From an optimization exercise on the open Yosys and OpenROAD flow, aimed at small area, a short achievable clock period and few clock cycles per item; shortcuts taken in it are not production practice.
In this exercise RTL edits were held to simulation tests only and were not proved equivalent to the original.

Design greedy_iou_track_association, start of the top module:
module greedy_iou_track_association #(
    parameter int MAX_TRACKS = 16,
    parameter int COORD_BITS = 12
) (
    input  logic                  aclk,
    input  logic                  aresetn,
    input  logic                  cfg_we,
    input  logic                  cfg_idx,
    input  logic [7:0]            cfg_wdata,
    input  logic                  s_valid,
    output logic                  s_ready,
    input  logic                  s_op,
    input  logic [COORD_BITS-1:0] s_box_x,
    input  logic [COORD_BITS-1:0] s_box_y,
    input  logic [COORD_BITS-1:0] s_box_w,
    input  logic [COORD_BITS-1:0] s_box_h,
    output logic                  m_valid,
    input  logic                  m_ready,
    output logic [15:0]           m_trk_ident,
    output logic                  m_new_track,
    output logic                  m_table_full
);
    localparam int N  = MAX_TRACKS;
    localparam int SW = (N > 1) ? $clog2(N) : 1;
    localparam int CB = COORD_BITS;
    localparam int EB = CB + 1;           
    localparam int AW = 2 * CB;           
    localparam int UW = AW + 1;           
    localparam int SB = 2 * UW + 1;       
    localparam int MB = 8;                
    localparam int FL = 6;                
    localparam int BXW = 2 * CB + 2 * EB + 1;   
    logic [N-1:0]  valid_reg, used_reg, nz_reg;
    logic [CB-1:0] tx_mem [N];
    logic [CB-1:0] ty_mem [N];
    logic [EB-1:0] tex_mem [N];
    logic [EB-1:0] tey_mem [N];
    logic [15:0]   ident_mem [N];
    logic [MB-1:0] miss_mem [N];
    logic [15:0]   next_ident_reg;
    logic [7:0]    thr_reg, maxm_reg;
    logic          b_full_reg;
    logic [1:0]    e_cnt_reg;
    logic [CB-1:0] b_x_reg, b_y_reg, b_w_reg, b_h_reg;
  ...
Size in the first run: about 0.14 mm² of cells after synthesis.
Settings: LEC_CHECK=0, CAP_MARGIN=20, CORE_MARGIN=2, CORE_UTILIZATION=65, SLEW_MARGIN=20; clock period 16.0 ns.
standard.sh (not shown) runs the stock make flow with config.mk's settings and CLKGATE_MAP_FILE= SYNTH_SCRIPT=/design/flow/synth_recipe.tcl, a recipe that flattens the netlist after the stock synthesis.
==> flow/flow/run.sh <==
#!/bin/bash
# Standard ORFS layout (the standard.sh, unchanged synthesis and steps),
# with repair_timing asked for extra setup margin so that the achieved
# period, not just the 16 ns constraint, is optimised. The SDC is unchanged.
set -euo pipefail
MARGIN=$(cat flow/setup_margin)
bash standard.sh SETUP_SLACK_MARGIN="$MARGIN" finish > orfs_make.log 2>&1
==> flow/flow/setup_margin <==
9
Testbench counts at the start, summed over its fixed seeds: cycles 7,297, items 4,500.
Edit:
--- a/flow/design.v
+++ b/flow/design.v
@@ -50,15 +50,15 @@
     logic [15:0]   ident_mem [N];
     logic [MB-1:0] miss_mem [N];
     logic [15:0]   next_ident_reg;
     logic [7:0]    thr_reg, maxm_reg;
     logic          b_full_reg;
     logic [1:0]    e_cnt_reg;
     logic [CB-1:0] b_x_reg, b_y_reg, b_w_reg, b_h_reg;
-    logic [EB-1:0] b_ex, b_ey;            
+    logic [EB-1:0] b_ex, b_ey;
     logic          b_nz;
     logic          r_busy_reg, r_first_reg;
     logic [CB-1:0] dx_reg, dy_reg;
     logic [EB-1:0] dex_reg, dey_reg;
     logic          dnz_reg;
     logic [AW-1:0] area_reg;
     logic [N-1:0]  mask_reg;
@@ -165,14 +165,17 @@
     logic [CB-1:0] c_x, c_y;
     logic [EB-1:0] c_ex, c_ey;
     logic          c_nz;
     logic [CB-1:0] f_x, f_y;
     logic [EB-1:0] f_ex, f_ey;
     logic          f_nz;
     always_comb begin
+        b_ex = EB'(b_x_reg) + EB'(b_w_reg);
+        b_ey = EB'(b_y_reg) + EB'(b_h_reg);
+        b_nz = (b_w_reg != '0) && (b_h_reg != '0);
         {f_nz, f_ey, f_ex, f_y, f_x} = f_box_reg;
         ovl_f = f_nz &&
                 (b_ex[EB-1:FL] >= (EB-FL)'(f_x[CB-1:FL])) &&
                 (f_ex[EB-1:FL] >= (EB-FL)'(b_x_reg[CB-1:FL])) &&
                 (b_ey[EB-1:FL] >= (EB-FL)'(f_y[CB-1:FL])) &&
                 (f_ey[EB-1:FL] >= (EB-FL)'(b_y_reg[CB-1:FL]));
         {c_nz, c_ey, c_ex, c_y, c_x} = m_box_reg;
@@ -342,17 +345,14 @@
     end
     always_ff @(posedge aclk) begin
         if (s_ready) begin
             b_x_reg  <= s_box_x;
             b_y_reg  <= s_box_y;
             b_w_reg  <= s_box_w;
             b_h_reg  <= s_box_h;
-            b_ex     <= EB'(s_box_x) + EB'(s_box_w);
-            b_ey     <= EB'(s_box_y) + EB'(s_box_h);
-            b_nz     <= (s_box_w != '0) && (s_box_h != '0);
         end
         if (start_eof_e) drop_prev_reg <= drop;
         if (start_det) begin
             pc_fix_reg  <= start_eof_e;
             pc_ovl_reg  <= ovl_c && b_nz;
             dx_reg      <= b_x_reg;
             dy_reg      <= b_y_reg;
Result: Synthesized cell count went down by 0.91%. Wire length went down by 3.4%. Cell area hardly moves. Final cell count goes down by 0.57%. Global-route usage drops by 1.1 points.
Testbench counts after the change, summed over its fixed seeds: cycles 7,297, items 4,500.

static timing again, ports no longer ideal:
The flow's constraints put no driver on any port. The routed layouts listed below were extracted and timed again, unchanged, in two steps. Step 1 sets driving cells, clkbuf_16 on the clock port and buf_2 on the other inputs (assumed; they add their load-dependent delay and slew). Step 2 times the ports against the registers' clock, not the clock port: input delays grow and output delays shrink by t, the midpoint of the rising clock arrivals with the driver on. Three values: ideal, step 1, step 2; two values: the first two.
| run | t (ns) | setup slack, ns | worst hold slack (ns) | latest minus earliest clock arrival (ns) | cell pins on the clock port's net |
|---|---|---|---|---|---|
| the first run | 0.967 | 8.982 / 8.982 / 8.982 | 0.413 / 0.413 / 0.413 | 0.120 / 0.119 | 1 |
| the second run | 0.959 | 8.733 / 8.733 / 8.733 | 0.334 / 0.334 / 0.334 | 0.107 / 0.107 | 1 |
After both steps setup and hold are still met in every run listed.
